Source: an optimization exercise on an open RTL-to-GDS flow (aim: small area, a short achievable clock period and few clock cycles per item). Production flows keep margins and buffers that such runs may drop.
The RTL was checked by simulation tests, not by an equivalence proof against the original design.
Power figures rest on the tool's default switching activity, not on a simulated workload.

--- flow/design.v ---
`timescale 1ns / 1ps
package sngf_pkg;
   localparam int WIDTH_CAP_DEFAULT = 4096;
   localparam int CSR_W             = 13;
   localparam int ROW_W             = 12;
   localparam int START_W           = 12;
   localparam int LEN_W             = 13;
   localparam int COLOR_W           = 24;
   localparam int SLOT_COUNT        = 3;
   localparam int QUEUE_DEPTH       = 4;
   localparam logic [CSR_W-1:0] ROW_WIDTH_RESET = 13'd800;
   typedef struct packed {
      logic       sampled;
      logic [7:0] red_in;
      logic [7:0] green_in;
      logic [7:0] blue_in;
   } req_type;
   typedef struct packed {
      logic [START_W-1:0] run_start;
      logic [LEN_W-1:0]   run_length;
      logic [ROW_W-1:0]   row_index;
      logic [7:0]         red_out;
      logic [7:0]         green_out;
      logic [7:0]         blue_out;
      logic               last_run;
   } rsp_type;
   function automatic int entry_width(input int cw);
      entry_width = ROW_W + SLOT_COUNT * (1 + cw + (cw + 1) + COLOR_W);
   endfunction
endpackage
`timescale 1ns / 1ps
module sngf_queue #(
   parameter int WIDTH = 8,
   parameter int DEPTH = sngf_pkg::QUEUE_DEPTH
) (
   input  logic             clock,
   input  logic             reset,
   input  logic             push,
   input  logic [WIDTH-1:0] push_data,
   output logic             full,
   input  logic             pop,
   output logic [WIDTH-1:0] head_data,
   output logic             empty
);
   localparam int IW = (DEPTH > 1) ? $clog2(DEPTH) : 1;
   localparam int NW = $clog2(DEPTH + 1);
   localparam logic [IW-1:0] LAST_IDX = IW'(DEPTH - 1);
   logic [WIDTH-1:0] store_ff [DEPTH];
   logic [IW-1:0]    wr_ptr_ff, wr_ptr_in;
   logic [IW-1:0]    rd_ptr_ff, rd_ptr_in;
   logic [NW-1:0]    count_ff, count_in;
   logic             do_push, do_pop;
   assign full      = (count_ff == NW'(DEPTH));
   assign empty     = (count_ff == '0);
   assign head_data = store_ff[rd_ptr_ff];
   assign do_push   = push && !full;
   assign do_pop    = pop && !empty;
   always_comb begin
      wr_ptr_in = wr_ptr_ff;
      rd_ptr_in = rd_ptr_ff;
      count_in  = count_ff;
      if (do_push) begin
         wr_ptr_in = (wr_ptr_ff == LAST_IDX) ? '0 : wr_ptr_ff + IW'(1);
      end
      if (do_pop) begin
         rd_ptr_in = (rd_ptr_ff == LAST_IDX) ? '0 : rd_ptr_ff + IW'(1);
      end
      if (do_push && !do_pop) begin
         count_in = count_ff + NW'(1);
      end else if (do_pop && !do_push) begin
         count_in = count_ff - NW'(1);
      end
   end
   always_ff @(posedge clock) begin
      if (reset) begin
         wr_ptr_ff <= '0;
         rd_ptr_ff <= '0;
         count_ff  <= '0;
      end else begin
         wr_ptr_ff <= wr_ptr_in;
         rd_ptr_ff <= rd_ptr_in;
         count_ff  <= count_in;
      end
   end
   always_ff @(posedge clock) begin
      if (do_push) begin
         store_ff[wr_ptr_ff] <= push_data;
      end
   end
endmodule
`timescale 1ns / 1ps
module sngf_front #(
   parameter int WIDTH_CAP = sngf_pkg::WIDTH_CAP_DEFAULT
) (
   input  logic                         clock,
   input  logic                         reset,
   input  logic                         csr_valid,
   output logic                         csr_ready,
   input  logic [sngf_pkg::CSR_W-1:0]   csr_data,
   input  logic                         req_push,
   output logic                         req_full,
   input  sngf_pkg::req_type            req_data,
   input  logic                         q_full,
   output logic                         q_push,
   output logic [sngf_pkg::entry_width($clog2(WIDTH_CAP))-1:0] q_data
);
   localparam int CW = $clog2(WIDTH_CAP);
   localparam int EW = CW + 1;
   localparam logic [31:0] CAP_W32 = 32'(WIDTH_CAP);
   typedef struct packed {
      logic                           vld;
      logic [CW-1:0]                  start;
      logic [EW-1:0]                  stop;
      logic [sngf_pkg::COLOR_W-1:0]   color;
   } slot_type;
   logic [sngf_pkg::CSR_W-1:0]   row_width_ff;
   logic [CW-1:0]                col_ff, col_in;
   logic [sngf_pkg::ROW_W-1:0]   row_ff, row_in;
   logic                         seen_ff, seen_in;
   logic [CW-1:0]                smp_col_ff, smp_col_in;
   logic [sngf_pkg::COLOR_W-1:0] smp_color_ff, smp_color_in;
   logic                         accept;
   logic [EW-1:0]                width_eff;
   logic [EW-1:0]                col_ext;
   logic [EW-1:0]                mid_sum;
   logic [CW-1:0]                mid;
   logic                         row_end;
   logic                         sampled;
   logic [sngf_pkg::COLOR_W-1:0] new_color;
   slot_type                     slot0, slot1, slot2;
   assign csr_ready = 1'b1;
   assign req_full  = q_full;
   assign accept    = req_push && !q_full;
   assign q_data    = {row_ff, slot2, slot1, slot0};
   assign q_push    = accept && (slot0.vld || slot1.vld || slot2.vld);
   always_comb begin
      if (row_width_ff == '0) begin
         width_eff = EW'(1);
      end else if (32'(row_width_ff) > CAP_W32) begin
         width_eff = EW'(WIDTH_CAP);
      end else begin
         width_eff = EW'(row_width_ff);
      end
   end
   always_comb begin
      sampled   = req_data.sampled;
      new_color = {req_data.red_in, req_data.green_in, req_data.blue_in};
      col_ext   = {1'b0, col_ff};
      mid_sum   = {1'b0, smp_col_ff} + col_ext;
      mid       = mid_sum[EW-1:1];
      row_end   = (col_ext + EW'(1)) >= width_eff;
      if (!seen_ff) begin
         slot0.start = '0;
         slot0.stop  = col_ext;
         slot0.color = new_color;
      end else begin
         slot0.start = smp_col_ff;
         slot0.stop  = {1'b0, mid};
         slot0.color = smp_color_ff;
      end
      slot0.vld = sampled && (slot0.stop > {1'b0, slot0.start});
      slot1.start = mid;
      slot1.stop  = col_ext;
      slot1.color = new_color;
      slot1.vld   = sampled && seen_ff && (col_ff > mid);
      seen_in      = seen_ff || sampled;
      smp_col_in   = sampled ? col_ff : smp_col_ff;
      smp_color_in = sampled ? new_color : smp_color_ff;
      slot2.start = smp_col_in;
      slot2.stop  = width_eff;
      slot2.color = smp_color_in;
      slot2.vld   = row_end && seen_in && (width_eff > {1'b0, smp_col_in});
      col_in = CW'(col_ext + EW'(1));
      row_in = row_ff;
      if (row_end) begin
         col_in     = '0;
         seen_in    = 1'b0;
         smp_col_in = '0;
         row_in     = row_ff + sngf_pkg::ROW_W'(1);
      end
   end
   always_ff @(posedge clock) begin
      if (reset) begin
         row_width_ff <= sngf_pkg::ROW_WIDTH_RESET;
         col_ff       <= '0;
         row_ff       <= '0;
         seen_ff      <= 1'b0;
         smp_col_ff   <= '0;
         smp_color_ff <= '0;
      end else begin
         if (csr_valid && csr_ready) begin
            row_width_ff <= csr_data;
         end
         if (accept) begin
            col_ff       <= col_in;
            row_ff       <= row_in;
            seen_ff      <= seen_in;
            smp_col_ff   <= smp_col_in;
            smp_color_ff <= smp_color_in;
         end
      end
   end
endmodule
`timescale 1ns / 1ps
module sngf_back #(
   parameter int WIDTH_CAP = sngf_pkg::WIDTH_CAP_DEFAULT
) (
   input  logic                 clock,
   input  logic                 reset,
   input  logic                 q_empty,
   input  logic [sngf_pkg::entry_width($clog2(WIDTH_CAP))-1:0] q_data,
   output logic                 q_pop,
   output logic                 rsp_empty,
   input  logic                 rsp_pop,
   output sngf_pkg::rsp_type    rsp_data
);
   localparam int CW = $clog2(WIDTH_CAP);
   localparam int EW = CW + 1;
   typedef struct packed {
      logic                           vld;
      logic [CW-1:0]                  start;
      logic [EW-1:0]                  stop;
      logic [sngf_pkg::COLOR_W-1:0]   color;
   } slot_type;
   logic [sngf_pkg::ROW_W-1:0] head_row;
   slot_type           head0, head1, head2;
   slot_type           pick;
   logic [2:0]         remain;
   logic [2:0]         sel;
   logic               last;
   logic               load;
   logic [2:0]         used_ff, used_in;
   logic               rsp_valid_ff, rsp_valid_in;
   sngf_pkg::rsp_type  rsp_ff, rsp_in;
   assign {head_row, head2, head1, head0} = q_data;
   assign rsp_empty = !rsp_valid_ff;
   assign rsp_data  = rsp_ff;
   assign load      = !q_empty && (!rsp_valid_ff || rsp_pop);
   assign q_pop     = load && last;
   always_comb begin
      remain = {head2.vld, head1.vld, head0.vld} & ~used_ff;
      if (remain[0]) begin
         sel  = 3'b001;
         pick = head0;
      end else if (remain[1]) begin
         sel  = 3'b010;
         pick = head1;
      end else begin
         sel  = 3'b100;
         pick = head2;
      end
      last = ((remain & ~sel) == 3'b000);
      rsp_in.run_start  = sngf_pkg::START_W'(pick.start);
      rsp_in.run_length = sngf_pkg::LEN_W'(pick.stop - {1'b0, pick.start});
      rsp_in.row_index  = head_row;
      rsp_in.red_out    = pick.color[23:16];
      rsp_in.green_out  = pick.color[15:8];
      rsp_in.blue_out   = pick.color[7:0];
      rsp_in.last_run   = last;
      used_in      = used_ff;
      rsp_valid_in = rsp_valid_ff;
      if (load) begin
         used_in      = last ? 3'b000 : (used_ff | sel);
         rsp_valid_in = 1'b1;
      end else if (rsp_pop) begin
         rsp_valid_in = 1'b0;
      end
   end
   always_ff @(posedge clock) begin
      if (reset) begin
         used_ff      <= '0;
         rsp_valid_ff <= 1'b0;
      end else begin
         used_ff      <= used_in;
         rsp_valid_ff <= rsp_valid_in;
      end
   end
   always_ff @(posedge clock) begin
      if (load) begin
         rsp_ff <= rsp_in;
      end
   end
endmodule
`timescale 1ns / 1ps
module scanline_nearest_gap_fill #(
   parameter int WIDTH_CAP = sngf_pkg::WIDTH_CAP_DEFAULT
) (
   input  logic                        clock,
   input  logic                        reset,
   input  logic                        req_push,
   output logic                        req_full,
   input  logic [24:0]                 req_data,
   output logic                        rsp_empty,
   input  logic                        rsp_pop,
   output logic [61:0]                 rsp_data,
   input  logic                        csr_valid,
   output logic                        csr_ready,
   input  logic [sngf_pkg::CSR_W-1:0]  csr_data
);
   localparam int ENTRY_W = sngf_pkg::entry_width($clog2(WIDTH_CAP));
   logic               q_push;
   logic               q_full;
   logic               q_pop;
   logic               q_empty;
   logic [ENTRY_W-1:0] q_in_data;
   logic [ENTRY_W-1:0] q_head_data;
   sngf_pkg::req_type  req_s;
   sngf_pkg::rsp_type  rsp_s;
   assign req_s    = sngf_pkg::req_type'(req_data);
   assign rsp_data = rsp_s;
   sngf_front #(
      .WIDTH_CAP (WIDTH_CAP)
   ) u_front (
      .clock     (clock),
      .reset     (reset),
      .csr_valid (csr_valid),
      .csr_ready (csr_ready),
      .csr_data  (csr_data),
      .req_push  (req_push),
      .req_full  (req_full),
      .req_data  (req_s),
      .q_full    (q_full),
      .q_push    (q_push),
      .q_data    (q_in_data)
   );
   sngf_queue #(
      .WIDTH (ENTRY_W),
      .DEPTH (sngf_pkg::QUEUE_DEPTH)
   ) u_queue (
      .clock     (clock),
      .reset     (reset),
      .push      (q_push),
      .push_data (q_in_data),
      .full      (q_full),
      .pop       (q_pop),
      .head_data (q_head_data),
      .empty     (q_empty)
   );
   sngf_back #(
      .WIDTH_CAP (WIDTH_CAP)
   ) u_back (
      .clock     (clock),
      .reset     (reset),
      .q_empty   (q_empty),
      .q_data    (q_head_data),
      .q_pop     (q_pop),
      .rsp_empty (rsp_empty),
      .rsp_pop   (rsp_pop),
      .rsp_data  (rsp_s)
   );
endmodule
--- flow/run.sh ---
#!/bin/bash
# synth_recipe.tcl (not shown) runs the flow's synth.tcl, then flattens the netlist and writes it again
# the make line also repeats each setting of config.mk as NAME=value (left out here)
make -C /OpenROAD-flow-scripts/flow DESIGN_CONFIG=/design/flow/config.mk WORK_HOME=/design/flow/orfs CLKGATE_MAP_FILE= SYNTH_SCRIPT=/design/flow/synth_recipe.tcl finish
--- flow/config.mk ---
export PLATFORM = sky130hd
export DESIGN_NAME = scanline_nearest_gap_fill
export DESIGN_NICKNAME = scanline_nearest_gap_fill
export VERILOG_FILES = /design/flow/design.v
export SDC_FILE = /design/flow/constraint.sdc
export NUM_CORES = 4
export LEC_CHECK = 0
export CAP_MARGIN = 20
export CORE_MARGIN = 2
export CORE_UTILIZATION = 40
export SLEW_MARGIN = 20
--- flow/constraint.sdc ---
create_clock -name core_clock -period 5.0 [get_ports {clock}]
set_input_delay 1.0000 -clock core_clock [delete_from_list [all_inputs] [get_ports {clock}]]
set_output_delay 1.0000 -clock core_clock [all_outputs]
set_load 0.01 [all_outputs]
==> impl_metrics.ini <==
[status]
status = timing/DRC/antenna clean

[final_layout]
final_nets = 2206
multi_input_area_mm2 = 0.00926
area_growth_pct = 18.1
ff_latch_area_mm2 = 0.0228
n_antenna_cell = 0
mostFrequentLayoutCells = edfxtp_1, mux4_2, nor2_1, clkdlybuf4s50_1, nand2_1
layout_commonest_cell = edfxtp_1
nFillCells = 6747
drive_gt1_share_pct = 22.9

[global_route]
grt_remaining_overflow = 0
grt_max_degree = 64
grt_usage_pct = 17.1
grt_pass1_wl_mm = 110
first_global_vias = 17952
antenna_found_initial = 0

[pwr]
cellPowerDensity_mw_per_mm2 = 505
irDropWorstVdd_mv = 0.304
p_total_mw = 19.5
p_leak_nw = 13.2

[drt]
drc = 0
met3WireLength_mm = 2.91
top_layer = met4
first_pass_iters = 5
wl_mm = 72.1
routedLengthMet1_mm = 31.0
drtIter0Drc = 1155
vias = 17154
ant_nets = 0
route.met2.wl_mm = 37.1
vias_per_cell = 5.34
wl_per_cell_um = 22.5

[floorplanning]
io_pins = 108
die_y_um = 290
die_width_um = 290
start_util_pct = 40.5
rows = 104
coreArea_mm2 = 0.0807
die-area_mm2 = 0.0841

[clocking]
cts_buffer_depth = 3
htree_levels = 3
numClockSinks = 789
clock_latency_ns = 0.64
clock-root-buffer = clkbuf_16
clkTransAtPathRegs_ns = 0.06
cts_buffers = 84
cts_tree = built

[sta]
hold_viol = 0
rsz0062_at_grt = no
fmax_mhz = 208
min_period_over_period_pct = 95.9
tightest_slew_ns = 0.895
slew_viol_final = 0
fin_worst_skew_ns = 0.0319
max-slew-margin-rel_pct = 40.4
finalCriticalPeriod_ns = 4.80
setup-violations-final = 0
tns_ns = 0
whs_ns = 0.463

[synth]
async_flop_share_pct = 0
synth_seq_area_share_pct = 69.8
yosys_warnings = 3
ys_seq_elements = 789
netlist_instances = 1894
synth_edf_count = 702
synth_nets = 2020
ys_types = 62
synth_ff_type = edfxtp_1
syn_area_mm2 = 0.0327
avgSynthCellArea_um2 = 17.3

[critical_path]
cp_top_family = compound AO/OA/AOI/OAI gates
critPathBufInv = 1
crit_required_ns = 5.55
worstPathCellList = ha_1, a31o_1, a21oi_2, o21ai_2, or4_1, a31oi_2, xnor2_1, mux2_4, ha_1, nand4_1, a211o_1, a31oi_4, nor2_2, a21oi_4, ha_1, inv_1, fa_1, xor2_1, or3_1, a21oi_1
cp_max_fo = 3
cp_slowest_cell = or4_1
crit_type = reg2reg
start_kind = flop
max_stage_delay_ns = 0.44
crit_path_frequent_cell = ha_1
cp.arrival_ns = 5.35
cp-end-kind = flop

[placed_design]
place_congestion = 0.811
dp_hpwl_mm = 44.5
io_buffers = 106

[hold_path]
hold_class = reg2reg

[flow_run]
drv_cap = 0
state kept, by name, indices dropped and copies added (netlist names), named ones only:
register              cells
u_front.row_width_ff     13
u_queue.rd_ptr_ff         2
u_back.rsp_valid_ff       1
u_front.smp_color_ff     24
u_front.row_ff           12
u_back.rsp_ff            62
u_front.smp_col_ff       12
u_queue.wr_ptr_ff         2
u_queue.store_ff        640
u_front.col_ff           12
u_front.seen_ff           1
u_queue.count_ff          3
u_back.used_ff            3
cells in the mapped netlist (3+ instances only):
library cell,count,area (um^2)
and4_1,4,35.0
edfxtp_1,702,21100
o211ai_1,6,45.0
inv_1,75,282
nand4_1,9,56.3
xnor2_1,29,254
o21a_1,10,75.1
mux2_2,79,890
a211o_1,6,52.6
a211oi_1,5,37.5
and3_1,7,43.8
nand2_1,99,372
and2_1,5,31.3
buf_2,23,115
nor3_1,13,65.1
a21o_1,4,30.0
buf_1,10,37.5
nor2b_1,10,62.6
ha_1,80,1000
nand3_1,25,125
nor4_1,10,62.6
or4_1,3,22.5
or3_1,7,43.8
mux2i_1,62,621
mux4_2,160,3600
a31oi_1,5,31.3
fa_1,3,60.1
xor2_1,12,105
clkbuf_1,49,184
o21ai_0,21,105
or2_2,3,18.8
buf_4,8,60.1
nor2_1,109,409
a21oi_1,96,480
nand2b_1,9,56.3
a22oi_1,20,150
dfxtp_1,87,1740
report_power, final:
| part | switching [mW] | total [mW] | leakage [nW] | internal, mW |
|---|---|---|---|---|
| combinational | 2.57 | 4.68 | 4.54 | 2.11 |
| clock | 2.63 | 6.64 | 1.45 | 4.02 |
| sequential | 0.194 | 8.18 | 7.16 | 7.99 |
| total | 5.40 | 19.5 | 13.2 | 14.1 |
tightest hold or removal path: stages, from the launching register on:
cell     delay [ns]
dfxtp_1        0.31
nand2_1        0.05
a21oi_1        0.05
metal layers:
| metal | global-route usage, % | up-vias |
|---|---|---|
| met5 | 0 | - |
| met4 | 3.93 | 0 |
| met3 | 2.57 | 88 |
| met2 | 29.9 | 355 |
| met1 | 22.5 | 8911 |
| li1 | - | 7800 |
cell type report:
class	instances	area share (%)
inverter	75	0.729
clock inverter	51	1.88
tap	1060	3.43
clock buffer	105	5.85
multi-input combinational	938	24.0
sequential	789	59.1
timing repair buffer	192	5.05
cell families (layout without fill, tap and decap cells):
family / count (synthesis) / count (layout) / share of synthesized area, %
xor gates and xnor gates: 41 / 41 / 1.10
other: 1 / 1 / 0.0115
buffers and inverters: 167 / 423 / 2.15
adders and majority gates: 84 / 84 / 3.29
AOI/OAI and AO/OA: 188 / 188 / 3.48
muxes: 302 / 302 / 15.7
and+or+nand+nor: 322 / 322 / 4.51
DFF: 789 / 789 / 69.8
timing repair:
| action | 4_1_cts | 5_1_grt |
|---|---|---|
| gates resized for setup | 0 | 8 |
| endpoints found under the setup margin | 0 | 1 |
| hold buffers | 0 | 0 |
| setup buffers | 0 | 2 |
metrics by stage:
stage          util [%]  instance area [um^2]  std cells  worst slack (ns)
6_report           47.9                 38600       3210             0.203
4_1_cts            47.8                 38600       3208             0.120
3_5_place_dp       44.1                 35600       3052             0.150
2_1_floorplan         -                 32700       1894            0.0173
3_3_place_gp       44.1                 35600       3052             0.231
5_1_grt            47.9                 38600       3210           0.00802
final timing paths:
path / from / endpoint / slack, ns / cells after the start
worst max register to register: u_front.col_ff[1]$_SDFFE_PP0P_ / u_queue.count_ff[2]$_SDFFE_PP0P_ / 0.20 / 20
worst min register to register: u_front.smp_color_ff[19]$_SDFFE_PP0P_ / u_front.smp_color_ff[19]$_SDFFE_PP0P_ / 0.46 / 2
worst min-delay path: u_front.smp_color_ff[19]$_SDFFE_PP0P_ / u_front.smp_color_ff[19]$_SDFFE_PP0P_ / 0.46 / 2
worst max-delay path: u_front.col_ff[1]$_SDFFE_PP0P_ / u_queue.count_ff[2]$_SDFFE_PP0P_ / 0.20 / 20
Testbench counts, summed over its fixed seeds: cycles 25,623, runs 12,397.

## what the ideal ports hide
Ports are ideal in the flow. The routed layout listed here was re-timed in OpenROAD. Step 1, drivers: a clkbuf_16 drives clock and a buf_2 each remaining input, both assumed. Step 2 moves the port delays by t, midway between the first and last clock arrival at a register: inputs arrive t later, outputs are due t later. That takes back most of the time a late clock gives input paths. Slacks: no drivers / after step 1 / after step 2; pairs: no drivers / after step 1.
shift t [ns]: 0.678
setup slack, ns: 0.203 / 0.203 / 0.203
slew at the worst register clock pin (ns): 0.07 / 0.07
After both steps setup and hold are still met in this run. The setup slack of this run moves by 0.000 ns with the drivers and by 0.000 ns with both steps.
